This design comes from an exercise in tuning for small area on the open sky130 flow, not from production work.
The RTL was checked by simulation tests, not by an equivalence proof against the original design.
Power is estimated from default activity; no workload was simulated.

**flow/config.mk**
```make
export PLATFORM = sky130hd
export DESIGN_NAME = ofm_maxpool_rx
export DESIGN_NICKNAME = ofm_maxpool_rx
export VERILOG_FILES = /design/flow/design.v
export SDC_FILE = /design/flow/constraint.sdc
export NUM_CORES = 4
export LEC_CHECK = 0
export ABC_AREA = 1
export CAP_MARGIN = 20
export CORE_MARGIN = 2
export CORE_UTILIZATION = 60
export CTS_BUF_LIST = sky130_fd_sc_hd__clkbuf_8
export CTS_CLUSTER_DIAMETER = 80
export CTS_CLUSTER_SIZE = 16
export SLEW_MARGIN = 20
```
**flow/constraint.sdc**
```tcl
create_clock -name core_clock -period 10.0 [get_ports {clk}]
set_input_delay 2.0000 -clock core_clock [delete_from_list [all_inputs] [get_ports {clk}]]
set_output_delay 2.0000 -clock core_clock [all_outputs]
set_load 0.01 [all_outputs]
```
**flow/design.v**
```verilog
package ofm_maxpool_rx_pkg;
    localparam int unsigned OFM_DW   = 36;
    localparam int unsigned OFM_N    = 5;
    localparam int unsigned NSQ      = OFM_N * OFM_N;
    localparam int unsigned PN       = OFM_N - 1;
    localparam int unsigned PNSQ     = PN * PN;
    localparam int unsigned WR_CNT_W = $clog2(NSQ);
    typedef enum logic [1:0] {
        S_IDLE    = 2'd0,
        S_CAPTURE = 2'd1,
        S_POOL    = 2'd2
    } state_t;
endpackage
module ofm_maxpool_rx_max4 #(
    parameter int unsigned DW = 36
) (
    input  logic [DW-1:0] i_a,
    input  logic [DW-1:0] i_b,
    input  logic [DW-1:0] i_c,
    input  logic [DW-1:0] i_d,
    output logic [DW-1:0] o_max
);
    logic [DW-1:0] w_ab;
    logic [DW-1:0] w_cd;
    always_comb begin
        w_ab  = (i_a >= i_b) ? i_a : i_b;
        w_cd  = (i_c >= i_d) ? i_c : i_d;
        o_max = (w_ab >= w_cd) ? w_ab : w_cd;
    end
endmodule
module ofm_maxpool_rx #(
    parameter int unsigned DW = ofm_maxpool_rx_pkg::OFM_DW,
    parameter int unsigned N  = ofm_maxpool_rx_pkg::OFM_N
) (
    input  logic          clk,
    input  logic          rst,
    input  logic          in_valid,
    input  logic [DW-1:0] In_OFM,
    output logic          busy,
    output logic          overrun,
    output logic          out_valid,
    output logic [DW-1:0] Out_Pool
);
    localparam int unsigned PN    = N - 1;
    localparam int unsigned NS    = PN * PN;
    localparam int unsigned IDX_W = $clog2(N);
    logic               r_pool;
    logic [IDX_W-1:0]   r_row, r_col;
    logic               r_busy, r_overrun, r_out_valid;
    logic [DW-1:0]      r_out_pool;
    logic [DW-1:0]      qn [NS];       
    logic w_pool_last, w_col0, w_col_end, w_row_end;
    logic w_shift, w_rot, w_fold_end, w_fold_prev;
    logic w_s_gt_q0, w_s_gt_qt, w_h_gt_qp, w_take_s;
    logic [DW-1:0] w_hn;
    function automatic logic f_gt(input logic [DW-1:0] a, input logic [DW-1:0] bn);
        logic g;
        g = 1'b0;
        for (int i = 0; i < DW; i++)
            g = (a[i] & bn[i]) | (~(~a[i] & ~bn[i]) & g);
        f_gt = g;
    endfunction
    assign w_col0      = (r_col == '0);
    assign w_col_end   = (r_col == IDX_W'(PN));
    assign w_row_end   = (r_row == IDX_W'(PN));
    assign w_pool_last = r_pool && (r_row == '0) && w_col0;
    assign w_shift     = r_pool || (in_valid && !w_col_end && !w_row_end);
    assign w_rot       = in_valid && w_row_end && !w_col_end;
    assign w_fold_end  = in_valid && w_col_end;
    assign w_fold_prev = !r_pool && !w_col0;
    assign w_s_gt_q0 = f_gt(In_OFM, qn[0]);
    assign w_s_gt_qt = f_gt(In_OFM, qn[PN-1]);
    assign w_take_s  = w_fold_prev && w_s_gt_q0;
    assign w_hn      = w_take_s ? ~In_OFM : qn[0];
    assign w_h_gt_qp = w_take_s ? f_gt(In_OFM, qn[PN]) : f_gt(~qn[0], qn[PN]);
    always_ff @(posedge clk) begin
        if (w_shift || w_rot || (w_fold_end && w_s_gt_q0))
            qn[0] <= (w_rot && !w_s_gt_qt) ? qn[PN-1] : ~In_OFM;
        if (w_shift || w_rot)
            qn[1] <= w_hn;
        for (int i = 2; i < PN; i++)
            if (w_shift || w_rot)
                qn[i] <= qn[i-1];
        if (w_shift || (w_fold_end && !w_row_end && w_h_gt_qp))
            qn[PN] <= w_shift ? qn[PN-1] : w_hn;
        if (w_shift)
            qn[PN+1] <= (w_fold_prev && w_h_gt_qp) ? w_hn : qn[PN];
        for (int i = PN + 2; i < NS; i++)
            if (w_shift)
                qn[i] <= qn[i-1];
    end
    always_ff @(posedge clk) begin
        if (rst) begin
            r_pool      <= 1'b0;
            r_row       <= '0;
            r_col       <= '0;
            r_busy      <= 1'b0;
            r_overrun   <= 1'b0;
            r_out_valid <= 1'b0;
            r_out_pool  <= '0;
        end else begin
            if (r_pool) begin
                if (w_pool_last) begin
                    r_pool <= 1'b0;
                    if (in_valid) r_col <= IDX_W'(1);
                end else if (r_col == IDX_W'(PN - 1)) begin
                    r_col <= '0;
                    r_row <= (r_row == IDX_W'(PN - 1)) ? '0 : r_row + 1'b1;
                end else begin
                    r_col <= r_col + 1'b1;
                end
            end else if (in_valid) begin
                if (w_col_end) begin
                    r_col <= '0;
                    if (w_row_end) begin
                        r_row  <= '0;
                        r_col  <= IDX_W'(1);
                        r_pool <= 1'b1;
                    end else begin
                        r_row <= r_row + 1'b1;
                    end
                end else begin
                    r_col <= r_col + 1'b1;
                end
            end
            r_busy      <= r_pool && !w_pool_last;
            r_overrun   <= r_pool && !w_pool_last && in_valid;
            r_out_valid <= r_pool;
            r_out_pool  <= r_pool ? ~qn[NS-1] : '0;
        end
    end
    assign busy      = r_busy;
    assign overrun   = r_overrun;
    assign out_valid = r_out_valid;
    assign Out_Pool  = r_out_pool;
endmodule
```
**flow/flow/run.sh**
```bash
#!/bin/bash
# Own layout flow: the standard ORFS flow (standard.sh) with two changes.
#  - Synthesis is the standard flow's own script (synth_recipe.tcl), but the final ABC
#    technology mapping uses an area-oriented script (flow/area.abc) in
#    place of ORFS's abc_area.script. Registers are untouched (ABC maps
#    only the combinational logic).
#  - Port buffers are the smallest buffer cell (buf_1).
# Each tool's full output is in standard.log (make, yosys, openroad).
set -euo pipefail
W=$(pwd)
export FLOW_ABC_SCRIPT="$W/flow/area.abc"
export FLOW_SYNTH_TCL="$W/synth_recipe.tcl"
CTS_ARGS="-sink_clustering_enable -repair_clock_nets -sink_clustering_size 18 -sink_clustering_max_diameter 80 -buf_list sky130_fd_sc_hd__clkbuf_8 -dont_use_dummy_load"
bash standard.sh "SYNTH_SCRIPT=$W/flow/synth.tcl" "CTS_ARGS=$CTS_ARGS" \
    "BUFFER_PORTS_ARGS=-buffer_cell sky130_fd_sc_hd__buf_1" finish > standard.log 2>&1
```
**flow/flow/area.abc**
```
strash
dch -f
map -D 5000
topo
stime -c
buffer -c
upsize -c -D 5000
dnsize -c -D 5000
```
**flow/flow/synth.tcl**
```tcl
# synth_recipe.tcl with one change: the abc call that maps the logic to
# cells runs flow/area.abc instead of the script ORFS passes with -script.
proc abc {args} {
  set i [lsearch -exact $args -script]
  if { $i >= 0 } { lset args [expr { $i + 1 }] $::env(FLOW_ABC_SCRIPT) }
  puts "abc wrapper: [join $args { }]"
  yosys abc {*}$args
}
source $::env(FLOW_SYNTH_TCL)
```
**flow/standard.sh**
```bash
#!/bin/bash
# synth_recipe.tcl (not shown) runs the flow's synth.tcl, then flattens the netlist and writes it again
# the make line also repeats each setting of config.mk as NAME=value (left out here)
make -C /OpenROAD-flow-scripts/flow DESIGN_CONFIG=/design/flow/config.mk WORK_HOME=/design/flow/orfs CLKGATE_MAP_FILE= SYNTH_SCRIPT=/design/flow/synth_recipe.tcl "${@:-finish}"
```
==> flow_metrics.py, run 1 <==
metrics = {
    "power": {
        "ir_worst_vdd_mv": 0.1250,
        "intPower_w": 0.003701,
        "comb_power_share": 0.085,
        "pwr-share-clk": 0.222,
        "pwr-share-seq": 0.693,
        "swShare": 0.2291,
        "p_per_area_nw_per_um2": 205.0,
        "p_switching_w": 0.001100,
        "power.leakage_nw": 8.182,
    },
    "clock_tree": {
        "insertion_delay_ns": 0.63,
        "cts_hold_buf": 0,
        "h-tree-depth": 2,
        "cts_buffer_depth": 3,
        "numCtsBuffers": 40,
        "post_cts_buffers": 0,
        "root_buffer": "clkbuf_8",
        "tritoncts": "yes",
        "cts_resized": 0,
        "clock_sinks": 622,
        "clkTransAtPathRegs_ns": 0.11,
    },
    "grt": {
        "gr-total-overflow": 0,
        "grt_pass1_vias": 10310,
        "grt_pass1_wl_mm": 51.31,
        "grt_usage": 0.1709,
        "antenna_found_initial": 5,
        "grt_max_degree": 224,
    },
    "placed_design": {
        "hpwl_mm": 18.96,
        "routabilityCongestion": 0.8373,
        "io_buffers": 77,
        "placed_area_um2": 22840,
        "dpl.cell_count": 1941,
    },
    "timing": {
        "setup_viol": 0,
        "fin_crit_ns": 7.912,
        "worst-slew-pin-transition_ns": 0.9389,
        "fin_worst_skew_ns": 0.03568,
        "slew_headroom": 0.3741,
        "setup-tns-final_ns": 0,
        "grt_setup_unrepaired": "no",
        "max_freq_mhz": 126.4,
        "slew_violations": 0,
        "period_share": 0.7912,
        "hold_viol_final": 0,
    },
    "floorplan": {
        "chipWidth_um": 195.4,
        "die_area_um2": 38200,
        "die_y_um": 195.4,
        "placementRows": 70,
        "io_pins": 78,
        "core_um2": 36350,
        "initial_utilization": 0.6050,
    },
    "worst_setup_path": {
        "crit_required_ns": 10.35,
        "critPathArrivalTime_ns": 8.26,
        "crit_top_cell": "a21oi_1",
        "slowest_delay_ns": 0.41,
        "criticalPathCategory": "primary input to flop",
        "endpoint_kind": "flop",
        "crit_fanout": 66,
        "start_kind": "primary input",
        "cpMaxStageDelayCell": "nand2_2",
    },
    "routing": {
        "via_per_inst": 5.502,
        "drtPass1Iterations": 5,
        "wire_per_inst_um": 16.16,
        "route.detailed.drc": 0,
        "antenna_left": 0,
        "first_iter_violations": 830,
        "routed_wl_mm": 32.04,
        "vias": 10910,
    },
    "run_status": {
        "status": "complete, no violations",
    },
    "synthesis": {
        "synth.distinct_cells": 29,
        "ys_seq_elements": 622,
        "synth_nets": 1476,
        "yosysSeqAreaShare": 0.8284,
        "async_flop_share": 0,
        "yosysTopAreaCellShare": 0.7866,
        "synth-edff-count": 576,
        "yosysMostFrequentCell": "edfxtp_1",
        "postSynthAreaPerCell_um2": 15.39,
        "synth_ff_type": "edfxtp_1",
        "synth.largest_area_cell": "edfxtp_1",
        "synth_top_cells_by_area": "edfxtp_1 79%, dfxtp_1 4.2%, nand2_1 3.9%",
        "ys_top_cells_by_count": "576 x edfxtp_1, 227 x nand2_1, 145 x o21ai_0, 120 x inv_1, 91 x o22ai_1",
        "syn-cell-area_um2": 21990,
        "ys.warnings.count": 2,
        "synthCells": 1429,
    },
    "finish": {
        "final_cells": 1983,
        "final_layout_size_suffix_gt1_frac": 0.03963,
        "final_area_um2": 23420,
        "fin_nets": 1563,
        "area_delta_synth_final_pct": 6.498,
    },
    "job": {
        "drv_cap": 0,
    },
    "worst_hold_path": {
        "hp-class": "flop to flop",
    },
}
[layer usage]
layer	wire length [µm]	vias to the layer above	global-route usage
met4	795	8	0.05711
met3	1841	60	0.04473
met5	53	-	0
met1	14740	5232	0.2388
met2	14620	238	0.2663
li1	-	5372	-
[critical path, delay by kind of cell]
family	cells	cell delay (ns)
AND/OR/NAND/NOR	3	0.58
buffers and inverters	4	0.86
AO/OA/AOI/OAI	40	4.78
[path summary, 6_finish.rpt]
kind	startpoint	to	slack, ns	cells after the start
setup / recovery	In_OFM[2]	qn[5][19]	2.09	47
hold / removal	qn[15][31]	r_out_pool[31]	0.40	1
setup reg to reg	qn[0][2]	qn[5][19]	3.31	46
hold reg to reg	qn[15][31]	r_out_pool[31]	0.40	1
[power groups by stage]
stage / combinational [W] / sequential, W / clock [W]
4_1_cts: 0.000411 / 0.00333 / 0.00112
6_report: 0.000410 / 0.00332 / 0.00107
5_1_grt: 0.000466 / 0.00336 / 0.00120
2_1_floorplan: 0.000297 / 0.00337 / 0
3_5_place_dp: 0.000409 / 0.00339 / 0
3_3_place_gp: 0.000395 / 0.00337 / 0
[layout make-up]
class                           instances  area, µm²
Antenna cell                            1      2.502
Clock buffer                           40      550.5
Fill cell                            2648      12930
Inverter                              121      461.7
Multi-Input combinational cell        643       3177
Sequential cell                       622      18220
Tap cell                              468      585.6
Timing Repair Buffer                   88      424.2
[layout by cell type (no fill, tap or decap), types with 11 or more instances in the layout]
cell type / n
clkbuf_8: 40
edfxtp_1: 576
o22ai_1: 91
nand2_1: 224
nor2_1: 52
buf_1: 77
o21ai_1: 11
a21oi_1: 73
o21ai_0: 145
dfxtp_1: 46
inv_1: 120
[cells by family after synthesis]
kind of cell | Yosys count | synth area share
buffers and inverters | 164 | 0.02873
AO/OA/AOI/OAI | 345 | 0.08717
AND/OR/NAND/NOR | 286 | 0.04927
adder cells (fa/ha/maj) | 12 | 0.006373
flip-flops | 622 | 0.8284
[sequential cells by signal, indices dropped and copies added, names as in the netlist]
signal	cells
r_pool	1
r_overrun	1
qn	576
r_row	3
r_out_valid	1
r_busy	1
r_col	3
r_out_pool	36
[per-stage QoR]
stage | setup WS [ns] | util | hold WS [ns] | power, W
finish | 2.088 | 0.6443 | 0.3967 | 0.004800
global route | 1.457 | 0.6442 | 0.4018 | 0.005020
CTS | 2.165 | 0.6435 | 0.4004 | 0.004858
detailed placement | 1.492 | 0.6283 | 0.3889 | 0.003796
global placement | 1.795 | 0.6276 | 0.3854 | 0.003768
floorplan | 1.130 | - | 0.3851 | 0.003664
==> inputs of run 2 (changes only) <==
--- a/flow/design.v
+++ b/flow/design.v
@@ -61,4 +61,13 @@
         f_gt = g;
     endfunction
+    function automatic logic [IDX_W-1:0] f_inc(input logic [IDX_W-1:0] i);
+        f_inc = '0;
+        for (int k = 0; k < N - 1; k++)
+            if (i == IDX_W'(k))
+                f_inc = IDX_W'(k + 1);
+    endfunction
+    logic [IDX_W-1:0] w_row_inc, w_col_inc;
+    assign w_row_inc   = f_inc(r_row);
+    assign w_col_inc   = f_inc(r_col);
     assign w_col0      = (r_col == '0);
     assign w_col_end   = (r_col == IDX_W'(PN));
@@ -106,7 +115,7 @@
                 end else if (r_col == IDX_W'(PN - 1)) begin
                     r_col <= '0;
-                    r_row <= (r_row == IDX_W'(PN - 1)) ? '0 : r_row + 1'b1;
+                    r_row <= (r_row == IDX_W'(PN - 1)) ? '0 : w_row_inc;
                 end else begin
-                    r_col <= r_col + 1'b1;
+                    r_col <= w_col_inc;
                 end
             end else if (in_valid) begin
@@ -118,8 +127,8 @@
                         r_pool <= 1'b1;
                     end else begin
-                        r_row <= r_row + 1'b1;
+                        r_row <= w_row_inc;
                     end
                 end else begin
-                    r_col <= r_col + 1'b1;
+                    r_col <= w_col_inc;
                 end
             end
--- a/flow/config.mk
+++ b/flow/config.mk
@@ -9,5 +9,5 @@
 export CAP_MARGIN = 20
 export CORE_MARGIN = 2
-export CORE_UTILIZATION = 60
+export CORE_UTILIZATION = 75
 export CTS_BUF_LIST = sky130_fd_sc_hd__clkbuf_8
 export CTS_CLUSTER_DIAMETER = 80
==> run 2 against run 1 <==
Still clean on timing, DRC and antenna. Die area down 20%. Via count up 4.3%. Non-clock buffer count down 1. Critical path type unchanged.
==> flow_metrics.py, run 2 <==
metrics = {
    "power": {
        "p_per_area_nw_per_um2": 194.4,
        "power.leakage_nw": 8.145,
        "ir_worst_vdd_mv": 0.1328,
        "p_total_w": 0.004508,
    },
    "worst_setup_path": {
        "crit_top_cell": "a21oi_1",
        "r2r-start": "qn[0][1]",
        "critPathArrivalTime_ns": 8.18,
        "r2r_slack_ns": 3.38,
        "cpMaxStageDelayCell": "buf_4",
        "endpoint_kind": "flop",
        "start_kind": "primary input",
        "crit_fanout": 72,
        "crit_required_ns": 10.28,
        "r2r-end": "qn[5][15]",
        "slowest_delay_ns": 0.55,
        "criticalPathCategory": "primary input to flop",
        "r2r_cells": 44,
    },
    "timing": {
        "slew_violations": 0,
        "worst-slew-pin-transition_ns": 1.035,
        "fin_worst_skew_ns": 0.05478,
        "setup_viol": 0,
        "setup-tns-final_ns": 0,
        "slew_headroom": 0.3098,
        "grt_setup_unrepaired": "no",
        "period_share": 0.7903,
        "hold_viol_final": 0,
        "hold_slack_ns": 0.4016,
        "max_freq_mhz": 126.5,
        "fin_crit_ns": 7.903,
    },
    "clock_tree": {
        "h-tree-depth": 2,
        "cts_buffer_depth": 3,
        "clkTransAtPathRegs_ns": 0.10,
        "root_buffer": "clkbuf_8",
        "numCtsBuffers": 40,
        "post_cts_buffers": 0,
        "insertion_delay_ns": 0.58,
        "tritoncts": "yes",
        "clock_sinks": 622,
        "cts_resized": 0,
        "cts_hold_buf": 0,
    },
    "finish": {
        "area_delta_synth_final_pct": 6.043,
        "n_fill_cell": 1478,
        "fin_nets": 1548,
        "reg.largest.list": "qn x576, r_out_pool x36",
        "final_common_cell": "edfxtp_1",
        "final_cells": 1891,
        "final_layout_size_suffix_gt1_frac": 0.03915,
        "regArea_um2": 18220,
        "max_flop_register": "qn",
        "multi_input_area_um2": 3008,
        "largest_register_ffs": 576,
        "final_cell_mix": "576 x edfxtp_1, 195 x nand2_1, 152 x o21ai_0, 141 x inv_1, 96 x o22ai_1",
        "n_antenna_cell": 0,
    },
    "routing": {
        "first_iter_violations": 1379,
        "wire_per_inst_um": 18.72,
        "vias": 11380,
        "route.detailed.drc": 0,
        "antenna_left": 0,
        "drtPass1Iterations": 6,
        "via_per_inst": 6.020,
        "routed_wl_mm": 35.40,
    },
    "synthesis": {
        "synth-simple-area-share": 0.04658,
        "synth.distinct_cells": 27,
        "synth.largest_area_cell": "edfxtp_1",
        "synth_top_cells_by_area": "edfxtp_1 79%, dfxtp_1 4.2%, o21ai_0 3.5%",
        "syn-cell-area_um2": 21860,
        "ys_top_cells_by_count": "576 x edfxtp_1, 196 x nand2_1, 153 x o21ai_0, 142 x inv_1, 96 x o22ai_1",
        "synth_ff_type": "edfxtp_1",
        "postSynthAreaPerCell_um2": 15.44,
        "synthAdderAreaFrac": 0,
        "async_flop_share": 0,
        "ys_seq_elements": 622,
        "synth_nets": 1455,
        "synthCells": 1416,
        "synth-edff-count": 576,
        "synthMuxAreaShare": 0,
        "synth_top_family_by_area": "compound AO/OA/AOI/OAI gates",
        "yosysMostFrequentCell": "edfxtp_1",
        "ys.warnings.count": 2,
        "synth-compound-area-share": 0.08944,
        "yosysTopAreaCellShare": 0.7911,
        "yosysSeqAreaShare": 0.8332,
        "synth_xor_area_frac": 0,
    },
    "run_status": {
        "status": "complete, no violations",
    },
    "grt": {
        "grt_max_degree": 161,
        "grt_pass1_wl_mm": 55.66,
        "grt_usage": 0.2330,
        "antenna_found_initial": 0,
        "gr-total-overflow": 0,
        "grt_pass1_vias": 10980,
    },
    "worst_hold_path": {
        "hp-class": "flop to flop",
        "hold_path_end": "r_out_pool[18]",
        "hold_depth": 1,
        "min_from": "qn[15][18]",
    },
    "floorplan": {
        "placementRows": 62,
        "initial_utilization": 0.7618,
        "chipWidth_um": 174.7,
        "io_pins": 78,
        "die_y_um": 174.7,
        "core_um2": 28700,
        "die_area_um2": 30530,
    },
    "placed_design": {
        "dpl.cell_count": 1850,
        "hpwl_mm": 22.31,
        "io_buffers": 77,
        "routabilityCongestion": 0.8808,
    },
    "job": {
        "drv_cap": 0,
    },
}
## run 2: how the worst max path moves through the flow
stage | endpoint | start
floorplan | qn[0][0] | In_OFM[2]
global placement | qn[5][7] | In_OFM[1]
detailed placement | qn[5][15] | In_OFM[1]
CTS | qn[5][15] | In_OFM[1]
global route | qn[5][16] | In_OFM[1]
finish | qn[5][15] | In_OFM[1]
## run 2: cell families after synthesis
family	after synthesis
simple gates	263
flops	622
compound gates	353
buf+inv	178
## run 2: worst max-delay path, delay by kind of cell
family                 cells  cell delay, ns
AO/OA/AOI/OAI             39            4.49
AND/OR/NAND/NOR            4            0.76
buffers and inverters      3            0.88
## run 2: metal layers
| layer | up-vias | global-route usage | part of all wire | wire length, µm |
|---|---|---|---|---|
| li1 | 5346 | - | - | - |
| met5 | - | 0 | 0 | 0 |
| met3 | 112 | 0.04591 | 0.091 | 3211 |
| met1 | 5338 | 0.3338 | 0.41 | 14570 |
| met4 | 0 | 0.07465 | 0.028 | 1006 |
| met2 | 587 | 0.3727 | 0.47 | 16610 |
## run 2: final cells by class
type                    count  area share
multi-input cells         616      0.1297
flip-flops and latches    622      0.7857
inverters                 142     0.02299
well taps                 384     0.02072
clock buffers              40     0.02374
repair buffers             87     0.01711
## run 2: through the flow
step	area (µm²)	util	setup WS [ns]
2_1_floorplan	21870	-	1.577
3_3_place_gp	22600	0.7875	1.810
3_5_place_dp	22600	0.7875	1.357
4_1_cts	23150	0.8067	1.971
5_1_grt	23190	0.8078	1.318
6_report	23190	0.8078	2.097
## run 2: report_power, final
part	leakage [nW]	internal (W)	switching [W]
Combinational	1.83	0.0000811	0.000213
Sequential	6.02	0.00309	0.0000813
Clock	0.288	0.000362	0.000678
Total	8.15	0.00354	0.000971
==> inputs of run 3 (changes only) <==
--- a/flow/config.mk
+++ b/flow/config.mk
@@ -9,5 +9,5 @@
 export CAP_MARGIN = 20
 export CORE_MARGIN = 2
-export CORE_UTILIZATION = 75
+export CORE_UTILIZATION = 60
 export CTS_BUF_LIST = sky130_fd_sc_hd__clkbuf_8
 export CTS_CLUSTER_DIAMETER = 80
==> run 3 against run 2 <==
Still clean. Clock skew shrank 0.021 ns. Combinational power decreased by 1%. Area after synthesis unchanged. Critical endpoint is now qn[5][8]. Highest routed layer unchanged.
==> flow_metrics.py, run 3 <==
metrics = {
    "timing": {
        "setup_viol": 0,
        "max_freq_mhz": 131.7,
        "fin_crit_ns": 7.592,
        "hold_slack_ns": 0.3979,
        "fin_worst_skew_ns": 0.03363,
        "setup-tns-final_ns": 0,
        "grt_setup_unrepaired": "no",
        "worst-slew-pin-transition_ns": 0.9403,
        "hold_viol_final": 0,
        "slew_violations": 0,
        "slew_headroom": 0.3732,
        "period_share": 0.7592,
    },
    "routing": {
        "first_iter_violations": 895,
        "wire_per_inst_um": 16.64,
        "route.detailed.drc": 0,
        "routed_wl_mm": 32.75,
        "drtPass1Iterations": 7,
        "antenna_left": 0,
        "vias": 10990,
        "via_per_inst": 5.584,
    },
    "worst_setup_path": {
        "critPathArrivalTime_ns": 7.93,
        "slowest_delay_ns": 0.45,
        "start_kind": "primary input",
        "cpMaxStageDelayCell": "buf_4",
        "crit_top_cell": "a21oi_1",
        "r2r_cells": 44,
        "crit_fanout": 47,
        "crit_required_ns": 10.34,
        "endpoint_kind": "flop",
        "criticalPathCategory": "primary input to flop",
    },
    "clock_tree": {
        "h-tree-depth": 2,
        "root_buffer": "clkbuf_8",
        "clkTransAtPathRegs_ns": 0.11,
        "numCtsBuffers": 40,
        "clock_sinks": 622,
        "insertion_delay_ns": 0.62,
        "post_cts_buffers": 0,
        "cts_resized": 0,
        "cts_buffer_depth": 3,
        "tritoncts": "yes",
        "cts_hold_buf": 0,
    },
    "synthesis": {
        "synthCells": 1416,
        "synth-edff-count": 576,
        "yosysMostFrequentCell": "edfxtp_1",
        "yosysSeqAreaShare": 0.8332,
        "synth.distinct_cells": 27,
        "async_flop_share": 0,
        "synth_top_cells_by_area": "edfxtp_1 79%, dfxtp_1 4.2%, o21ai_0 3.5%",
        "ys_seq_elements": 622,
        "ys_top_cells_by_count": "576 x edfxtp_1, 196 x nand2_1, 153 x o21ai_0, 142 x inv_1, 96 x o22ai_1",
        "ys.warnings.count": 2,
        "synth.largest_area_cell": "edfxtp_1",
        "yosysTopAreaCellShare": 0.7911,
        "synth_ff_type": "edfxtp_1",
        "synth_nets": 1455,
        "postSynthAreaPerCell_um2": 15.44,
        "syn-cell-area_um2": 21860,
    },
    "floorplan": {
        "placementRows": 69,
        "die_y_um": 194.9,
        "initial_utilization": 0.6117,
        "io_pins": 78,
        "die_area_um2": 37980,
        "chipWidth_um": 194.9,
        "core_um2": 35740,
    },
    "power": {
        "p_switching_w": 0.0009768,
        "pwr-share-clk": 0.235,
        "ir_worst_vdd_mv": 0.1174,
        "comb_power_share": 0.064,
        "pwr-share-seq": 0.701,
        "swShare": 0.2165,
        "power.leakage_nw": 8.143,
        "p_total_w": 0.004511,
        "intPower_w": 0.003535,
        "p_per_area_nw_per_um2": 193.8,
    },
    "grt": {
        "grt_pass1_vias": 9979,
        "gr-total-overflow": 0,
        "grt_usage": 0.1722,
        "antenna_found_initial": 0,
        "grt_pass1_wl_mm": 51.43,
        "grt_max_degree": 181,
    },
    "finish": {
        "final_cell_mix": "576 x edfxtp_1, 195 x nand2_1, 152 x o21ai_0, 142 x inv_1, 96 x o22ai_1",
        "max_flop_register": "qn",
        "multi_input_area_um2": 3007,
        "area_delta_synth_final_pct": 6.478,
        "final_common_cell": "edfxtp_1",
        "reg.largest.list": "qn x576, r_out_pool x36",
        "fin_util": 0.6514,
        "n_antenna_cell": 0,
        "n_fill_cell": 2537,
        "regArea_um2": 18220,
        "fin_nets": 1548,
        "largest_register_ffs": 576,
        "final_layout_size_suffix_gt1_frac": 0.03849,
        "final_cells": 1968,
    },
    "placed_design": {
        "hpwl_mm": 19.75,
        "routabilityCongestion": 0.8822,
        "io_buffers": 77,
        "dpl.cell_count": 1928,
    },
    "run_status": {
        "status": "complete, no violations",
    },
    "job": {
        "drv_cap": 0,
    },
    "worst_hold_path": {
        "hp-class": "flop to flop",
        "hold_depth": 1,
    },
}
-- run 3: path summary, 6_finish.rpt --
path	startpoint	to	slack, ns
worst max-delay path	In_OFM[1]	qn[5][8]	2.41
worst min-delay path	qn[15][32]	r_out_pool[32]	0.40
worst max register to register	qn[0][1]	qn[5][8]	3.54
worst min register to register	qn[15][32]	r_out_pool[32]	0.40
-- run 3: critical path: cells and delay by family --
| kind | cells | cell delay (ns) |
|---|---|---|
| AOI/OAI and AO/OA | 40 | 4.46 |
| and+or+nand+nor | 3 | 0.66 |
| buffers and inverters | 3 | 0.76 |
-- run 3: kinds of logic after synthesis --
family                 count (synthesis)  synth area share
AND/OR/NAND/NOR                      263           0.04658
flip-flops                           622            0.8332
AO/OA/AOI/OAI                        353           0.08944
buffers and inverters                178           0.03079
-- run 3: through the flow --
step | instance area, µm² | setup WS, ns
floorplan | 21870 | 1.577
finish | 23280 | 2.408
detailed placement | 22730 | 1.768
global placement | 22710 | 2.052
CTS | 23280 | 2.417
global route | 23280 | 1.635
-- run 3: routing by layer --
layer / track usage / vias up / share of wire
met2: 0.2579 / 305 / 0.44
li1: - / 5349 / -
met1: 0.2580 / 5286 / 0.48
met3: 0.03332 / 50 / 0.061
met4: 0.05909 / 0 / 0.022
met5: 0 / - / 0
-- run 3: power groups by stage --
stage / logic [W] / clock network [W] / registers [W]
final: 0.000290 / 0.00106 / 0.00316
after global routing: 0.000331 / 0.00119 / 0.00318
after CTS: 0.000291 / 0.00111 / 0.00316
after detailed placement: 0.000290 / 0 / 0.00322
after global placement: 0.000282 / 0 / 0.00321
after floorplan: 0.000205 / 0 / 0.00320
-- run 3: area by class of cell --
| type | count | area share |
|---|---|---|
| Sequential cell | 622 | 0.7825 |
| Multi-Input combinational cell | 616 | 0.1291 |
| Tap cell | 461 | 0.02478 |
| Clock buffer | 40 | 0.02365 |
| Inverter | 142 | 0.02289 |
| Timing Repair Buffer | 87 | 0.01704 |
==> inputs of run 4 (changes only) <==
--- a/flow/design.v
+++ b/flow/design.v
@@ -46,4 +46,5 @@
     localparam int unsigned IDX_W = $clog2(N);
     logic               r_pool;
+    logic               r_q0_gt_qp;    
     logic [IDX_W-1:0]   r_row, r_col;
     logic               r_busy, r_overrun, r_out_valid;
@@ -82,5 +83,5 @@
     assign w_take_s  = w_fold_prev && w_s_gt_q0;
     assign w_hn      = w_take_s ? ~In_OFM : qn[0];
-    assign w_h_gt_qp = w_take_s ? f_gt(In_OFM, qn[PN]) : f_gt(~qn[0], qn[PN]);
+    assign w_h_gt_qp = w_take_s ? f_gt(In_OFM, qn[PN]) : r_q0_gt_qp;
     always_ff @(posedge clk) begin
         if (w_shift || w_rot || (w_fold_end && w_s_gt_q0))
@@ -98,4 +99,8 @@
             if (w_shift)
                 qn[i] <= qn[i-1];
+    end
+    always_ff @(posedge clk) begin
+        if (in_valid)
+            r_q0_gt_qp <= w_s_gt_qt;
     end
     always_ff @(posedge clk) begin
==> run 4 against run 3 <==
Clock skew rose by 0.0049 ns. Sequential share of layout area rose by 1.8 points. Hold slack improved by 0.0012 ns. Clock-buffer cell count did not move. Sequential power barely moved. Power fell by 1.1%. Area after synthesis fell by 2.3%. Non-clock buffer count rose by 1. Still clean. Critical path depth fell by 7. Routed wire length fell by 8.8%. Clock power barely moved.
==> flow_metrics.py, run 4 <==
metrics = {
    "routing": {
        "routed_wl_mm": 29.87,
        "drtPass1Iterations": 5,
        "vias": 9869,
        "wire_per_inst_um": 16.57,
        "first_iter_violations": 649,
        "route.detailed.drc": 0,
        "antenna_left": 0,
        "via_per_inst": 5.474,
    },
    "finish": {
        "fin_nets": 1383,
        "final_cell_mix": "577 x edfxtp_1, 203 x nand2_1, 133 x o21ai_0, 77 x buf_1, 63 x nor2_1",
        "max_flop_register": "qn",
        "final_layout_size_suffix_gt1_frac": 0.05961,
        "largest_register_ffs": 576,
        "area_delta_synth_final_pct": 6.674,
        "final_common_cell": "edfxtp_1",
        "n_antenna_cell": 0,
        "reg.largest.list": "qn x576, r_out_pool x36",
    },
    "timing": {
        "fin_worst_skew_ns": 0.03850,
        "slew_violations": 0,
        "setup_viol": 0,
        "hold_viol_final": 0,
        "worst-slew-pin-transition_ns": 1.013,
        "setup-tns-final_ns": 0,
        "max_freq_mhz": 135.2,
        "hold_slack_ns": 0.3991,
        "fin_crit_ns": 7.398,
        "slew_headroom": 0.3245,
        "grt_setup_unrepaired": "no",
        "period_share": 0.7398,
    },
    "clock_tree": {
        "cts_buffer_depth": 3,
        "numCtsBuffers": 40,
        "insertion_delay_ns": 0.60,
        "clkTransAtPathRegs_ns": 0.10,
        "cts_hold_buf": 0,
        "cts_resized": 0,
        "tritoncts": "yes",
        "clock_sinks": 623,
        "root_buffer": "clkbuf_8",
        "h-tree-depth": 2,
        "post_cts_buffers": 0,
    },
    "grt": {
        "antenna_found_initial": 2,
        "gr-total-overflow": 0,
        "grt_usage": 0.1626,
        "grt_pass1_wl_mm": 46.76,
        "grt_pass1_vias": 9088,
        "grt_max_degree": 202,
    },
    "synthesis": {
        "synth.largest_area_cell": "edfxtp_1",
        "ys.warnings.count": 2,
        "synth.distinct_cells": 32,
        "ys_seq_elements": 623,
        "async_flop_share": 0,
        "synth-edff-count": 577,
        "synthCells": 1264,
        "syn-cell-area_um2": 21370,
        "postSynthAreaPerCell_um2": 16.91,
        "synth_top_cells_by_area": "edfxtp_1 81%, dfxtp_1 4.3%, nand2_1 3.6%",
        "yosysTopAreaCellShare": 0.8107,
        "synth_ff_type": "edfxtp_1",
        "synth_nets": 1303,
        "yosysMostFrequentCell": "edfxtp_1",
        "yosysSeqAreaShare": 0.8538,
        "ys_top_cells_by_count": "577 x edfxtp_1, 204 x nand2_1, 133 x o21ai_0, 63 x nor2_1, 49 x clkbuf_1",
    },
    "power": {
        "power.leakage_nw": 7.769,
        "ir_worst_vdd_mv": 0.1354,
        "p_per_area_nw_per_um2": 195.7,
    },
    "job": {
        "drv_cap": 0,
    },
    "worst_hold_path": {
        "hold_depth": 1,
        "hold_path_end": "r_out_pool[8]",
        "hp-class": "flop to flop",
        "min_from": "qn[15][8]",
    },
    "floorplan": {
        "initial_utilization": 0.6053,
        "die_y_um": 192.7,
        "chipWidth_um": 192.7,
        "die_area_um2": 37140,
        "io_pins": 78,
        "placementRows": 69,
        "core_um2": 35310,
    },
    "worst_setup_path": {
        "cpMaxStageDelayCell": "o31ai_4",
        "crit_fanout": 21,
        "slowest_delay_ns": 0.77,
        "r2r-start": "qn[0][1]",
        "r2r_cells": 34,
        "start_kind": "primary input",
        "endpoint_kind": "flop",
        "crit_required_ns": 10.30,
        "criticalPathCategory": "primary input to flop",
        "crit_top_cell": "o21ai_0",
        "critPathArrivalTime_ns": 7.70,
        "r2r-end": "qn[5][17]",
        "r2r_slack_ns": 3.73,
    },
    "run_status": {
        "status": "complete, no violations",
    },
    "placed_design": {
        "hpwl_mm": 17.37,
        "io_buffers": 77,
        "routabilityCongestion": 0.8084,
    },
}
[run 4: cell families (layout without fill, tap and decap cells)]
group / Yosys count / after routing / share of synthesized area
simple gates: 280 / 280 / 0.05052
buf+inv: 81 / 159 / 0.01423
flops: 623 / 623 / 0.8538
mux: 20 / 20 / 0.01054
compound gates: 258 / 258 / 0.06996
fa+ha+maj: 2 / 2 / 0.0009368
[run 4: worst max-delay path by stage]
stage                         start        end  slack [ns]  cells after the start
after floorplan           In_OFM[1]   qn[4][0]        1.17                     38
after global placement    In_OFM[1]  qn[5][15]        2.07                     39
after detailed placement  In_OFM[2]  qn[4][15]        1.95                     39
after CTS                 In_OFM[2]  qn[4][22]        2.58                     39
after global routing      In_OFM[1]  qn[5][17]        1.80                     39
final                     In_OFM[2]  qn[4][31]        2.60                     39
[run 4: metrics by stage]
step	total power [W]	instances	setup WS, ns	utilization	cell area [µm²]
2_1_floorplan	0.003391	1264	1.175	-	21370
3_3_place_gp	0.003450	1762	2.072	0.6293	22220
3_5_place_dp	0.003467	1763	1.952	0.6301	22250
4_1_cts	0.004523	1803	2.584	0.6457	22800
5_1_grt	0.004656	1803	1.797	0.6457	22800
6_report	0.004463	1803	2.602	0.6457	22800
[run 4: routing by layer]
layer | part of all wire | GRT usage | up-vias
met5 | 0.00087 | 0 | -
li1 | - | - | 4856
met4 | 0.020 | 0.05461 | 4
met1 | 0.47 | 0.2324 | 4760
met3 | 0.056 | 0.03928 | 50
met2 | 0.45 | 0.2491 | 199
[run 4: report_power, final]
group	internal [W]	total (W)	switching, W
Clock	0.000362	0.00106	0.000695
Sequential	0.00309	0.00316	0.0000699
Combinational	0.0000779	0.000246	0.000168
Total	0.00353	0.00446	0.000933
[run 4: critical path: cells and delay by family]
family                     cells  cell delay (ns)
AOI/OAI and AO/OA             32             4.57
buffers and inverters          2             0.51
and+or+nand+nor                4             0.40
adders and majority gates      1             0.21
[run 4: final cells by class]
type	instances	area, µm²
Tap cell	461	576.8
Inverter	31	116.4
Multi-Input combinational cell	560	2878
Clock buffer	40	550.5
Fill cell	2507	12510
Timing Repair Buffer	88	429.2
Sequential cell	623	18250
==> inputs of run 5 (changes only) <==
==> flow/flow/area.abc (replaced) <==
&get -n
&st
&syn2
&dch -f
&nf -R 1000
&put
topo
==> run 5 against run 4 <==
Still clean. Clock-buffer cell count unchanged. Setup slack improved by 0.22 ns. Area after synthesis decreased by 1.5%. Non-clock buffer count decreased by 2. Critical path depth decreased by 4. Utilization increased by 0.88 points. Critical path type unchanged. Largest power group unchanged.
==> flow_metrics.py, run 5 <==
metrics = {
    "run_status": {
        "status": "complete, no violations",
    },
    "clock_tree": {
        "cts_hold_buf": 0,
        "insertion_delay_ns": 0.57,
        "cts_resized": 0,
        "h-tree-depth": 2,
        "root_buffer": "clkbuf_8",
        "clkTransAtPathRegs_ns": 0.10,
        "clock_sinks": 623,
        "numCtsBuffers": 40,
        "tritoncts": "yes",
        "cts_buffer_depth": 3,
        "post_cts_buffers": 0,
    },
    "synthesis": {
        "synth_nets": 1234,
        "ys_top_cells_by_count": "577 x edfxtp_1, 168 x nor2_1, 135 x a21oi_1, 56 x o21ai_0, 53 x nand2_1",
        "ys_seq_elements": 623,
        "synthCells": 1195,
        "yosysSeqAreaShare": 0.8669,
        "synth.largest_area_cell": "edfxtp_1",
        "syn-cell-area_um2": 21050,
        "synth_ff_type": "edfxtp_1",
        "postSynthAreaPerCell_um2": 17.61,
        "yosysTopAreaCellShare": 0.8232,
        "synth-edff-count": 577,
        "yosysMostFrequentCell": "edfxtp_1",
        "synth.distinct_cells": 25,
        "async_flop_share": 0,
        "ys.warnings.count": 2,
        "synth_top_cells_by_area": "edfxtp_1 82%, dfxtp_1 4.4%, a21oi_1 3.2%",
    },
    "power": {
        "comb_power_share": 0.053,
        "intPower_w": 0.003493,
        "pwr-share-seq": 0.710,
        "p_switching_w": 0.0009143,
        "pwr-share-clk": 0.237,
        "p_per_area_nw_per_um2": 195.0,
        "swShare": 0.2075,
        "ir_worst_vdd_mv": 0.1299,
        "power.leakage_nw": 7.403,
    },
    "timing": {
        "slew_violations": 0,
        "grt_setup_unrepaired": "no",
        "max_freq_mhz": 139.2,
        "hold_viol_final": 0,
        "hold_slack_ns": 0.3978,
        "setup-tns-final_ns": 0,
        "fin_crit_ns": 7.182,
        "fin_worst_skew_ns": 0.04650,
        "setup_viol": 0,
        "worst-slew-pin-transition_ns": 1.102,
        "period_share": 0.7182,
        "slew_headroom": 0.2653,
    },
    "routing": {
        "route.detailed.drc": 0,
        "wire_per_inst_um": 16.25,
        "routed_wl_mm": 28.86,
        "via_per_inst": 5.559,
        "drtPass1Iterations": 6,
        "antenna_left": 0,
        "vias": 9872,
        "first_iter_violations": 907,
    },
    "worst_setup_path": {
        "criticalPathCategory": "primary input to flop",
        "crit_required_ns": 10.27,
        "cpMaxStageDelayCell": "buf_4",
        "start_kind": "primary input",
        "critPathArrivalTime_ns": 7.45,
        "slowest_delay_ns": 0.56,
        "crit_fanout": 72,
        "endpoint_kind": "flop",
        "r2r-start": "qn[0][1]",
        "crit_start": "In_OFM[2]",
        "crit_top_cell": "a21oi_1",
    },
    "finish": {
        "largest_register_ffs": 576,
        "multi_input_area_um2": 2695,
        "fin_nets": 1362,
        "n_antenna_cell": 0,
        "max_flop_register": "qn",
        "area_delta_synth_final_pct": 7.401,
        "reg.largest.list": "qn x576, r_out_pool x36",
        "regArea_um2": 18250,
        "final_common_cell": "edfxtp_1",
        "final_area_um2": 22610,
        "final_layout_size_suffix_gt1_frac": 0.04164,
        "final_cell_mix": "577 x edfxtp_1, 167 x nor2_1, 134 x a21oi_1, 77 x buf_1, 56 x o21ai_0",
        "n_fill_cell": 2415,
    },
    "placed_design": {
        "placed_area_um2": 22060,
        "routabilityCongestion": 0.7992,
        "hpwl_mm": 16.52,
        "io_buffers": 77,
    },
    "worst_hold_path": {
        "hp-class": "flop to flop",
        "min_from": "qn[15][15]",
    },
    "grt": {
        "gr-total-overflow": 0,
        "grt_usage": 0.1583,
        "grt_pass1_wl_mm": 46.09,
        "antenna_found_initial": 0,
        "grt_pass1_vias": 8986,
        "grt_max_degree": 201,
    },
    "floorplan": {
        "core_um2": 34540,
        "io_pins": 78,
        "placementRows": 68,
        "chipWidth_um": 191.3,
        "die_area_um2": 36600,
        "initial_utilization": 0.6094,
        "die_y_um": 191.3,
    },
    "job": {
        "drv_cap": 0,
    },
}
run 5: layer usage:
metal	vias to the layer above	routed length [µm]	global-route usage
met5	-	0	0
li1	4839	-	-
met3	41	1825	0.03066
met4	0	508	0.04290
met2	270	12300	0.2220
met1	4722	14230	0.2570
run 5: logic make-up (layout without fill, tap and decap cells):
kind of cell,count (synthesis),count (layout),share of synthesized area
AOI/OAI and AO/OA,294,294,0.08185
adders and majority gates,1,1,0.0004756
buffers and inverters,39,165,0.006955
DFF,623,623,0.8669
and+or+nand+nor,238,238,0.04381
run 5: power by group through the flow:
stage / sequential [W] / clock (W) / combinational (W)
6_report: 0.00313 / 0.00104 / 0.000235
4_1_cts: 0.00313 / 0.00110 / 0.000236
3_5_place_dp: 0.00319 / 0 / 0.000234
3_3_place_gp: 0.00318 / 0 / 0.000230
5_1_grt: 0.00315 / 0.00118 / 0.000266
2_1_floorplan: 0.00318 / 0 / 0.000159
run 5: critical path: cells and delay by family:
kind / cells / cell delay [ns]
buffers and inverters: 2 / 0.80
and+or+nand+nor: 5 / 0.70
AOI/OAI and AO/OA: 28 / 3.86
run 5: final timing paths:
| check | end | slack (ns) | depth (start not counted) |
|---|---|---|---|
| max | qn[5][3] | 2.82 | 35 |
| min reg2reg | r_out_pool[15] | 0.40 | 1 |
| max reg2reg | qn[5][31] | 3.98 | 33 |
| min | r_out_pool[15] | 0.40 | 1 |
run 5: layout make-up:
| class | count | area share |
|---|---|---|
| clock buffers | 40 | 0.02435 |
| multi-input cells | 533 | 0.1192 |
| flip-flops and latches | 623 | 0.8072 |
| well taps | 455 | 0.02518 |
| inverters | 39 | 0.007195 |
| repair buffers | 86 | 0.01688 |
run 5: metrics by stage:
stage / util / total power [W] / worst slack, ns / cells
CTS: 0.6544 / 0.004463 / 2.824 / 1776
finish: 0.6544 / 0.004407 / 2.818 / 1776
global route: 0.6544 / 0.004596 / 2.072 / 1776
floorplan: - / 0.003337 / 0.8395 / 1195
global placement: 0.6379 / 0.003408 / 2.281 / 1735
detailed placement: 0.6385 / 0.003421 / 2.228 / 1736
==> inputs of run 6 (changes only) <==
--- a/flow/design.v
+++ b/flow/design.v
@@ -46,5 +46,4 @@
     localparam int unsigned IDX_W = $clog2(N);
     logic               r_pool;
-    logic               r_q0_gt_qp;    
     logic [IDX_W-1:0]   r_row, r_col;
     logic               r_busy, r_overrun, r_out_valid;
@@ -53,5 +52,5 @@
     logic w_pool_last, w_col0, w_col_end, w_row_end;
     logic w_shift, w_rot, w_fold_end, w_fold_prev;
-    logic w_s_gt_q0, w_s_gt_qt, w_h_gt_qp, w_take_s;
+    logic w_cap, w_s_gt_q0, w_s_gt_qt, w_s_gt_qp, w_take_s;
     logic [DW-1:0] w_hn;
     function automatic logic f_gt(input logic [DW-1:0] a, input logic [DW-1:0] bn);
@@ -75,32 +74,28 @@
     assign w_row_end   = (r_row == IDX_W'(PN));
     assign w_pool_last = r_pool && (r_row == '0) && w_col0;
+    assign w_cap       = !r_pool;
     assign w_shift     = r_pool || (in_valid && !w_col_end && !w_row_end);
     assign w_rot       = in_valid && w_row_end && !w_col_end;
     assign w_fold_end  = in_valid && w_col_end;
-    assign w_fold_prev = !r_pool && !w_col0;
+    assign w_fold_prev = w_cap && !w_col0;
     assign w_s_gt_q0 = f_gt(In_OFM, qn[0]);
     assign w_s_gt_qt = f_gt(In_OFM, qn[PN-1]);
+    assign w_s_gt_qp = f_gt(In_OFM, qn[PN]);
     assign w_take_s  = w_fold_prev && w_s_gt_q0;
-    assign w_hn      = w_take_s ? ~In_OFM : qn[0];
-    assign w_h_gt_qp = w_take_s ? f_gt(In_OFM, qn[PN]) : r_q0_gt_qp;
     always_ff @(posedge clk) begin
         if (w_shift || w_rot || (w_fold_end && w_s_gt_q0))
             qn[0] <= (w_rot && !w_s_gt_qt) ? qn[PN-1] : ~In_OFM;
         if (w_shift || w_rot)
-            qn[1] <= w_hn;
+            qn[1] <= w_take_s ? ~In_OFM : qn[0];
         for (int i = 2; i < PN; i++)
             if (w_shift || w_rot)
                 qn[i] <= qn[i-1];
-        if (w_shift || (w_fold_end && !w_row_end && w_h_gt_qp))
-            qn[PN] <= w_shift ? qn[PN-1] : w_hn;
+        if (w_shift || (w_fold_end && !w_row_end && w_s_gt_qp))
+            qn[PN] <= (w_shift && !(w_cap && w_s_gt_qt)) ? qn[PN-1] : ~In_OFM;
         if (w_shift)
-            qn[PN+1] <= (w_fold_prev && w_h_gt_qp) ? w_hn : qn[PN];
+            qn[PN+1] <= (w_fold_prev && w_s_gt_qp) ? ~In_OFM : qn[PN];
         for (int i = PN + 2; i < NS; i++)
             if (w_shift)
                 qn[i] <= qn[i-1];
-    end
-    always_ff @(posedge clk) begin
-        if (in_valid)
-            r_q0_gt_qp <= w_s_gt_qt;
     end
     always_ff @(posedge clk) begin
==> flow/flow/area.abc (replaced) <==
strash
dch -f
map -D 5000
topo
stime -c
buffer -c
upsize -c -D 5000
dnsize -c -D 5000
==> run 6 against run 5 <==
Still clean. Sequential power about the same. Register-to-register slack lost 0.37 ns. Hold slack lost 0.0024 ns. Maximum frequency fell by 8.1%. Die area rose by 1.8%. Utilization shrank 0.96 points. Flip-flop and latch count down 1. Cell count increased by 5.0%. Global-route usage decreased by 0.66 points. Synthesized cell count grew 10%. Power shrank 0.75%. Routed wire length shrank 2.7%. Critical endpoint is now qn[5][6]. Largest power group unchanged. Highest routed layer unchanged.
==> flow_metrics.py, run 6 <==
metrics = {
    "run_status": {
        "status": "complete, no violations",
    },
    "floorplan": {
        "die_area_um2": 37240,
        "placementRows": 69,
        "initial_utilization": 0.6053,
        "io_pins": 78,
        "die_y_um": 193.0,
        "chipWidth_um": 193.0,
        "core_um2": 35400,
    },
    "synthesis": {
        "synth.distinct_cells": 30,
        "ys_seq_elements": 622,
        "ys_top_cells_by_count": "576 x edfxtp_1, 164 x nand2_1, 147 x o21ai_0, 114 x inv_1, 69 x a21oi_1",
        "yosysSeqAreaShare": 0.8503,
        "synth-compound-area-share": 0.08088,
        "synth_top_cells_by_area": "edfxtp_1 81%, dfxtp_1 4.3%, o21ai_0 3.4%",
        "synth_top_family_by_area": "compound AO/OA/AOI/OAI gates",
        "synth-simple-area-share": 0.04205,
        "synth.largest_area_cell": "edfxtp_1",
        "synth_nets": 1357,
        "synth_ff_type": "edfxtp_1",
        "postSynthAreaPerCell_um2": 16.26,
        "synthMuxAreaShare": 0,
        "yosysMostFrequentCell": "edfxtp_1",
        "ys.warnings.count": 2,
        "synth-edff-count": 576,
        "yosysTopAreaCellShare": 0.8073,
        "syn-cell-area_um2": 21430,
        "synthAdderAreaFrac": 0,
        "synthCells": 1318,
        "synth_xor_area_frac": 0,
        "async_flop_share": 0,
    },
    "finish": {
        "area_delta_synth_final_pct": 6.534,
        "reg.largest.list": "qn x576, r_out_pool x36",
        "n_antenna_cell": 0,
        "final_cells": 1865,
        "fin_nets": 1445,
        "final_common_cell": "edfxtp_1",
        "max_flop_register": "qn",
        "largest_register_ffs": 576,
        "final_cell_mix": "576 x edfxtp_1, 162 x nand2_1, 146 x o21ai_0, 114 x inv_1, 77 x buf_1",
        "final_layout_size_suffix_gt1_frac": 0.03917,
    },
    "timing": {
        "setup-tns-final_ns": 0,
        "grt_setup_unrepaired": "no",
        "hold_slack_ns": 0.3954,
        "setup_viol": 0,
        "worst-slew-pin-transition_ns": 1.034,
        "hold_viol_final": 0,
        "max_freq_mhz": 128.0,
        "period_share": 0.7815,
        "fin_crit_ns": 7.815,
        "slew_headroom": 0.3109,
        "fin_worst_skew_ns": 0.04695,
        "slew_violations": 0,
    },
    "worst_setup_path": {
        "endpoint_kind": "flop",
        "slowest_delay_ns": 0.84,
        "cpMaxStageDelayCell": "and2_2",
        "criticalPathCategory": "primary input to flop",
        "start_kind": "primary input",
        "crit_fanout": 70,
        "critPathArrivalTime_ns": 8.04,
        "crit_top_cell": "a21oi_1",
        "crit_required_ns": 10.23,
    },
    "clock_tree": {
        "cts_buffer_depth": 3,
        "clkTransAtPathRegs_ns": 0.10,
        "post_cts_buffers": 0,
        "insertion_delay_ns": 0.58,
        "cts_resized": 0,
        "root_buffer": "clkbuf_8",
        "cts_hold_buf": 0,
        "tritoncts": "yes",
        "h-tree-depth": 2,
        "numCtsBuffers": 40,
        "clock_sinks": 622,
    },
    "power": {
        "comb_power_share": 0.051,
        "ir_worst_vdd_mv": 0.1337,
        "p_total_w": 0.004374,
        "pwr-share-seq": 0.710,
        "pwr-share-clk": 0.239,
        "p_per_area_nw_per_um2": 191.6,
        "power.leakage_nw": 8.091,
        "swShare": 0.2042,
        "p_switching_w": 0.0008933,
        "intPower_w": 0.003481,
    },
    "routing": {
        "vias": 10060,
        "via_per_inst": 5.395,
        "wire_per_inst_um": 15.06,
        "first_iter_violations": 837,
        "antenna_left": 0,
        "routed_wl_mm": 28.09,
        "drtPass1Iterations": 5,
        "route.detailed.drc": 0,
    },
    "placed_design": {
        "io_buffers": 77,
        "dpl.cell_count": 1825,
        "routabilityCongestion": 0.8132,
        "hpwl_mm": 16.62,
    },
    "grt": {
        "gr-total-overflow": 0,
        "antenna_found_initial": 0,
        "grt_pass1_wl_mm": 44.44,
        "grt_usage": 0.1517,
        "grt_max_degree": 204,
        "grt_pass1_vias": 8854,
    },
    "job": {
        "drv_cap": 0,
    },
    "worst_hold_path": {
        "hp-class": "flop to flop",
    },
}
## run 6: cell types whose count changed in the layout (fill, tap and decap cells not counted), sizes merged, moves of 12 or more
cell | previous run | this run
a21oi | 135 | 69
clkinv | 38 | 1
a221oi | 18 | 6
nor2 | 168 | 60
a22oi | 30 | 3
nand2 | 53 | 164
o21ai | 56 | 147
o22ai | 35 | 64
inv | 1 | 114
## run 6: metal layers
metal	wire length, µm	track usage	up-vias
met5	0	0	-
met1	13480	0.2397	4742
met4	631	0.04953	0
met2	12270	0.2166	267
met3	1710	0.02824	48
li1	-	-	5005
## run 6: logic make-up (layout without fill, tap and decap cells)
family          Yosys count  in the layout
compound gates          309            309
buf+inv                 152            238
simple gates            235            235
flops                   622            622
## run 6: cell type report
| class | instances | area (µm²) |
|---|---|---|
| repair buffers | 83 | 371.6 |
| clock buffers | 40 | 550.5 |
| fillers | 2549 | 12570 |
| multi-input cells | 544 | 2678 |
| inverters | 115 | 431.7 |
| well taps | 461 | 576.8 |
| flip-flops and latches | 622 | 18220 |
## run 6: worst paths after layout
| path | start | end | slack (ns) | cells after the start |
|---|---|---|---|---|
| max | In_OFM[1] | qn[5][6] | 2.19 | 46 |
| min | qn[7][4] | qn[8][4] | 0.40 | 0 |
| max reg2reg | qn[4][1] | qn[5][6] | 3.61 | 45 |
| min reg2reg | qn[7][4] | qn[8][4] | 0.40 | 0 |
## run 6: critical path, delay by kind of cell
family | cells | cell delay, ns
simple gates | 2 | 0.91
buf+inv | 2 | 0.36
compound gates | 42 | 4.71
## run 6: power by group through the flow
stage / sequential [W] / combinational [W] / clock [W]
6_report: 0.00311 / 0.000225 / 0.00104
5_1_grt: 0.00312 / 0.000260 / 0.00117
4_1_cts: 0.00311 / 0.000227 / 0.00110
3_5_place_dp: 0.00317 / 0.000226 / 0
3_3_place_gp: 0.00316 / 0.000220 / 0
2_1_floorplan: 0.00317 / 0.000163 / 0
## run 6: metrics by stage
stage / setup WS (ns) / util / instance area, µm²
2_1_floorplan: 0.008821 / - / 21440
5_1_grt: 1.314 / 0.6449 / 22830
3_5_place_dp: 1.682 / 0.6292 / 22270
6_report: 2.185 / 0.6449 / 22830
4_1_cts: 2.265 / 0.6447 / 22820
3_3_place_gp: 1.839 / 0.6286 / 22250
==> inputs of run 7 (changes only) <==
==> flow/flow/area.abc (replaced) <==
&get -n
&st
&syn2
&dch -f
&nf -R 1000
&put
topo
==> run 7 against run 6 <==
Still clean on timing, DRC and antenna. Sequential share of layout area rose by 1.4 points. Final area fell by 1.7%. Power rose by 0.30%. Setup slack improved by 0.45 ns. Synthesized cell count fell by 12%. Critical path type unchanged. Largest cell class unchanged. Largest power group unchanged.
==> flow_metrics.py, run 7 <==
metrics = {
    "worst_setup_path": {
        "slowest_delay_ns": 0.91,
        "start_kind": "primary input",
        "criticalPathCategory": "primary input to flop",
        "crit_fanout": 53,
        "r2r_slack_ns": 3.89,
        "cpMaxStageDelayCell": "and4_2",
        "crit_required_ns": 10.25,
        "crit_top_cell": "o21ai_0",
        "endpoint_kind": "flop",
        "critPathArrivalTime_ns": 7.62,
    },
    "synthesis": {
        "ys_top_cells_by_count": "576 x edfxtp_1, 134 x o21ai_0, 129 x nand2_1, 90 x nor2_1, 65 x a21oi_1",
        "synth_nets": 1195,
        "synthMuxAreaShare": 0.0004792,
        "ys.warnings.count": 2,
        "yosysMostFrequentCell": "edfxtp_1",
        "yosysSeqAreaShare": 0.8722,
        "postSynthAreaPerCell_um2": 18.07,
        "synth-compound-area-share": 0.08255,
        "synth_xor_area_frac": 0,
        "synth_ff_type": "edfxtp_1",
        "synthCells": 1156,
        "ys_seq_elements": 622,
        "synth_top_cells_by_area": "edfxtp_1 83%, dfxtp_1 4.4%, o21ai_0 3.2%",
        "synth.largest_area_cell": "edfxtp_1",
        "synth_top_family_by_area": "compound AO/OA/AOI/OAI gates",
        "synth.distinct_cells": 29,
        "synth-simple-area-share": 0.04313,
        "synthAdderAreaFrac": 0.001438,
        "yosysTopAreaCellShare": 0.8281,
        "async_flop_share": 0,
        "syn-cell-area_um2": 20890,
        "synth-edff-count": 576,
    },
    "finish": {
        "largest_register_ffs": 576,
        "reg.largest.list": "qn x576, r_out_pool x36",
        "area_delta_synth_final_pct": 7.434,
        "final_area_um2": 22440,
        "n_antenna_cell": 0,
        "fin_nets": 1325,
        "fin_util": 0.6528,
        "multi_input_area_um2": 2701,
        "n_fill_cell": 2386,
        "regArea_um2": 18220,
        "max_flop_register": "qn",
        "final_layout_size_suffix_gt1_frac": 0.04361,
        "final_cell_mix": "576 x edfxtp_1, 133 x o21ai_0, 128 x nand2_1, 90 x nor2_1, 77 x buf_1",
        "final_common_cell": "edfxtp_1",
    },
    "timing": {
        "fin_worst_skew_ns": 0.04338,
        "grt_setup_unrepaired": "no",
        "max_freq_mhz": 135.8,
        "slew_violations": 0,
        "fin_ws_ns": 2.636,
        "period_share": 0.7364,
        "hold_viol_final": 0,
        "slew_headroom": 0.3709,
        "fin_crit_ns": 7.364,
        "worst-slew-pin-transition_ns": 0.9437,
        "setup-tns-final_ns": 0,
        "setup_viol": 0,
    },
    "routing": {
        "met1_length_mm": 13.22,
        "via_per_inst": 5.527,
        "antenna_left": 0,
        "dr_wl_met3_mm": 1.402,
        "first_iter_violations": 747,
        "highest_layer": "met4",
        "route.detailed.drc": 0,
        "vias": 9611,
        "routed_wl_mm": 26.65,
        "drtPass1Iterations": 5,
        "wire_per_inst_um": 15.33,
        "route.met2.wl_mm": 11.37,
    },
    "clock_tree": {
        "cts_buffer_depth": 3,
        "root_buffer": "clkbuf_8",
        "tritoncts": "yes",
        "numCtsBuffers": 40,
        "cts_hold_buf": 0,
        "h-tree-depth": 2,
        "post_cts_buffers": 0,
        "cts_resized": 0,
        "clkTransAtPathRegs_ns": 0.10,
        "insertion_delay_ns": 0.56,
        "clock_sinks": 622,
    },
    "floorplan": {
        "die_area_um2": 36320,
        "chipWidth_um": 190.6,
        "initial_utilization": 0.6076,
        "die_y_um": 190.6,
        "io_pins": 78,
        "core_um2": 34370,
        "placementRows": 68,
    },
    "power": {
        "p_per_area_nw_per_um2": 195.5,
        "ir_worst_vdd_mv": 0.1173,
        "p_total_w": 0.004388,
        "power.leakage_nw": 7.459,
    },
    "placed_design": {
        "io_buffers": 77,
        "post-place-ws_ns": 1.997,
        "hpwl_mm": 15.56,
        "routabilityCongestion": 0.7908,
        "placed_area_um2": 21860,
    },
    "grt": {
        "antenna_found_initial": 0,
        "gr-total-overflow": 0,
        "grt_usage": 0.1473,
        "grt_pass1_vias": 8619,
        "grt_pass1_wl_mm": 42.96,
        "grt_max_degree": 184,
    },
    "run_status": {
        "status": "complete, no violations",
    },
    "job": {
        "drv_cap": 0,
    },
    "worst_hold_path": {
        "hp-class": "flop to flop",
    },
}
## run 7: cell types whose count changed in the layout (fill, tap and decap cells not counted), moves of 6 or more
cell      before  now
a221oi_1       6   16
a22o_1         7    0
a22oi_1        3   25
buf_4          3    9
inv_1        114    0
nand2_1      162  128
nor2_1        60   90
o21ai_0      146  133
o22ai_1       64   37
## run 7: layout make-up
class | instances | share of cell area
well taps | 455 | 0.02537
clock buffers | 40 | 0.02453
multi-input cells | 533 | 0.1204
repair buffers | 88 | 0.01768
flip-flops and latches | 622 | 0.8119
inverters | 1 | 0.0001673
## run 7: where the power goes
| group | total, W | switching (W) | internal [W] |
|---|---|---|---|
| combinational | 0.000213 | 0.000148 | 0.0000655 |
| sequential | 0.00314 | 0.0000655 | 0.00307 |
| clock | 0.00104 | 0.000675 | 0.000362 |
## run 7: worst paths after layout
kind / from / end / cells after the start
worst max-delay path: In_OFM[1] / qn[0][1] / 32
worst min-delay path: qn[15][32] / r_out_pool[32] / 1
worst max register to register: qn[3][3] / qn[0][1] / 31
worst min register to register: qn[15][32] / r_out_pool[32] / 1
## run 7: critical path, delay by kind of cell
kind	cells	cell delay [ns]
AO/OA/AOI/OAI	28	4.04
AND/OR/NAND/NOR	2	0.99
buffers and inverters	2	0.55
## run 7: logic make-up (layout without fill, tap and decap cells)
logic type,after synthesis,in the layout
buf+inv,1,129
simple gates,231,231
fa+ha+maj,3,3
flops,622,622
compound gates,298,298
mux,1,1
## run 7: per-layer routing
layer / vias up / GRT usage
met3: 49 / 0.02484
li1: 4750 / -
met1: 4587 / 0.2366
met2: 225 / 0.2091
met5: - / 0
met4: 0 / 0.04741
## run 7: per-stage QoR
stage	hold slack (ns)	instances
floorplan	0.3851	1156
global placement	0.3854	1698
detailed placement	0.3880	1698
CTS	0.3922	1738
global route	0.3974	1739
finish	0.4020	1739
==> inputs of run 8 (changes only) <==
--- a/flow/config.mk
+++ b/flow/config.mk
@@ -7,5 +7,5 @@
 export LEC_CHECK = 0
 export ABC_AREA = 1
-export CAP_MARGIN = 20
+export CAP_MARGIN = 5
 export CORE_MARGIN = 2
 export CORE_UTILIZATION = 60
@@ -13,3 +13,3 @@
 export CTS_CLUSTER_DIAMETER = 80
 export CTS_CLUSTER_SIZE = 16
-export SLEW_MARGIN = 20
+export SLEW_MARGIN = 5
==> run 8 against run 7 <==
Critical path depth grew 1. Largest power group unchanged. Sequential power is essentially flat. Final area shrank 0.11%. Flip-flop and latch count is the same. Cell count is essentially flat. Combinational power is essentially flat.
==> flow_metrics.py, run 8 <==
metrics = {
    "run_status": {
        "status": "complete, no violations",
    },
    "clock_tree": {
        "cts_resized": 0,
        "post_cts_buffers": 0,
        "clkTransAtPathRegs_ns": 0.10,
        "insertion_delay_ns": 0.56,
        "cts_buffer_depth": 3,
        "tritoncts": "yes",
        "clock_sinks": 622,
        "root_buffer": "clkbuf_8",
        "h-tree-depth": 2,
        "cts_hold_buf": 0,
        "numCtsBuffers": 40,
    },
    "worst_setup_path": {
        "crit_top_cell": "o21ai_0",
        "crit_fanout": 70,
        "crit_required_ns": 10.25,
        "start_kind": "primary input",
        "critPathArrivalTime_ns": 7.70,
        "slowest_delay_ns": 0.84,
        "criticalPathCategory": "primary input to flop",
        "endpoint_kind": "flop",
        "cpMaxStageDelayCell": "nand2_2",
    },
    "finish": {
        "area_delta_synth_final_pct": 7.314,
        "fin_nets": 1324,
        "largest_register_ffs": 576,
        "n_antenna_cell": 0,
        "final_cell_mix": "576 x edfxtp_1, 133 x o21ai_0, 128 x nand2_1, 90 x nor2_1, 77 x buf_1",
        "final_common_cell": "edfxtp_1",
        "max_flop_register": "qn",
        "final_area_um2": 22410,
        "fin_util": 0.6521,
        "reg.largest.list": "qn x576, r_out_pool x36",
        "final_layout_size_suffix_gt1_frac": 0.04287,
        "n_fill_cell": 2386,
    },
    "routing": {
        "route.detailed.drc": 0,
        "routed_wl_mm": 26.54,
        "vias": 9631,
        "via_per_inst": 5.541,
        "antenna_left": 0,
        "first_iter_violations": 733,
        "drtPass1Iterations": 5,
        "wire_per_inst_um": 15.27,
    },
    "grt": {
        "grt_pass1_wl_mm": 42.96,
        "grt_max_degree": 184,
        "grt_pass1_vias": 8619,
        "antenna_found_initial": 0,
        "gr-total-overflow": 0,
        "grt_usage": 0.1473,
    },
    "synthesis": {
        "ys.warnings.count": 2,
        "async_flop_share": 0,
        "syn-cell-area_um2": 20890,
        "synth_ff_type": "edfxtp_1",
        "synth_top_cells_by_area": "edfxtp_1 83%, dfxtp_1 4.4%, o21ai_0 3.2%",
        "synth.largest_area_cell": "edfxtp_1",
        "synthCells": 1156,
        "postSynthAreaPerCell_um2": 18.07,
        "yosysSeqAreaShare": 0.8722,
        "yosysTopAreaCellShare": 0.8281,
        "synth-edff-count": 576,
        "synth.distinct_cells": 29,
        "yosysMostFrequentCell": "edfxtp_1",
        "ys_seq_elements": 622,
        "ys_top_cells_by_count": "576 x edfxtp_1, 134 x o21ai_0, 129 x nand2_1, 90 x nor2_1, 65 x a21oi_1",
        "synth_nets": 1195,
    },
    "floorplan": {
        "core_um2": 34370,
        "die_y_um": 190.6,
        "chipWidth_um": 190.6,
        "initial_utilization": 0.6076,
        "io_pins": 78,
        "placementRows": 68,
        "die_area_um2": 36320,
    },
    "placed_design": {
        "routabilityCongestion": 0.7908,
        "hpwl_mm": 15.56,
        "io_buffers": 77,
        "placed_area_um2": 21860,
    },
    "power": {
        "ir_worst_vdd_mv": 0.1172,
        "p_total_w": 0.004385,
        "power.leakage_nw": 7.443,
        "p_per_area_nw_per_um2": 195.6,
    },
    "timing": {
        "period_share": 0.7440,
        "fin_crit_ns": 7.440,
        "hold_viol_final": 0,
        "worst-slew-pin-transition_ns": 1.133,
        "fin_worst_skew_ns": 0.04621,
        "slew_violations": 0,
        "grt_setup_unrepaired": "no",
        "slew_headroom": 0.2421,
        "setup_viol": 0,
        "max_freq_mhz": 134.4,
    },
    "worst_hold_path": {
        "hp-class": "flop to flop",
    },
    "job": {
        "drv_cap": 0,
    },
}
[run 8: cell types whose count changed in the layout (fill, tap and decap cells not counted), sizes merged]
cell and delta:
buf -1
[run 8: kinds of logic (layout without fill, tap and decap cells)]
family / count (synthesis) / count (layout) / share of synthesized area
multiplexers: 1 / 1 / 0.0004793
AO/OA/AOI/OAI: 298 / 298 / 0.08255
AND/OR/NAND/NOR: 231 / 231 / 0.04313
buffers and inverters: 1 / 128 / 0.0001795
flip-flops: 622 / 622 / 0.8722
adder cells (fa/ha/maj): 3 / 3 / 0.001438
[run 8: layout make-up]
cell class / instances / area [µm²] / area share
Clock buffer: 40 / 550.5 / 0.02456
Inverter: 1 / 3.754 / 0.0001675
Multi-Input combinational cell: 533 / 2696 / 0.1203
Sequential cell: 622 / 18220 / 0.8128
Tap cell: 455 / 569.3 / 0.02540
Timing Repair Buffer: 87 / 376.6 / 0.01680
[run 8: power by group]
group / leakage, nW / total, W / switching (W) / internal [W]
Clock: 0.288 / 0.00104 / 0.000673 / 0.000362
Sequential: 6.03 / 0.00314 / 0.0000653 / 0.00307
Combinational: 1.13 / 0.000212 / 0.000147 / 0.0000648
Total: 7.44 / 0.00438 / 0.000885 / 0.00350
[run 8: routing by layer]
metal,vias to the layer above,track usage,part of all wire
li1,4750,-,-
met1,4575,0.2366,0.49
met2,257,0.2091,0.43
met3,49,0.02484,0.057
met4,0,0.04741,0.025
met5,-,0,0
[run 8: final timing paths]
path,depth (start not counted),start,slack (ns),to
max,33,In_OFM[1],2.56,qn[1][13]
min,1,qn[15][32],0.40,r_out_pool[32]
max reg2reg,32,qn[0][2],3.79,qn[1][13]
min reg2reg,1,qn[15][32],0.40,r_out_pool[32]
[run 8: per-stage QoR]
stage	setup slack [ns]	instances	hold WS, ns	TNS, ns
after floorplan	-0.3279	1156	0.3851	-11.81
after global placement	2.161	1698	0.3854	0
after detailed placement	1.997	1698	0.3880	0
final	2.560	1738	0.4020	0
after CTS	2.550	1738	0.3922	0
after global routing	1.863	1738	0.3974	0
[run 8: worst max-delay path: cells and delay by family]
family                   cells  cell delay (ns)
adder cells (fa/ha/maj)      2             0.71
buffers and inverters        1             0.19
AO/OA/AOI/OAI               27             3.76
AND/OR/NAND/NOR              3             0.98

Setup slack of run 8, layout unchanged: 2.560 ns with ideal ports, 2.587 ns with driving cells assumed (clock clkbuf_16, inputs buf_2), 1.998 ns with port delays also shifted by the 0.589 ns mid clock arrival.
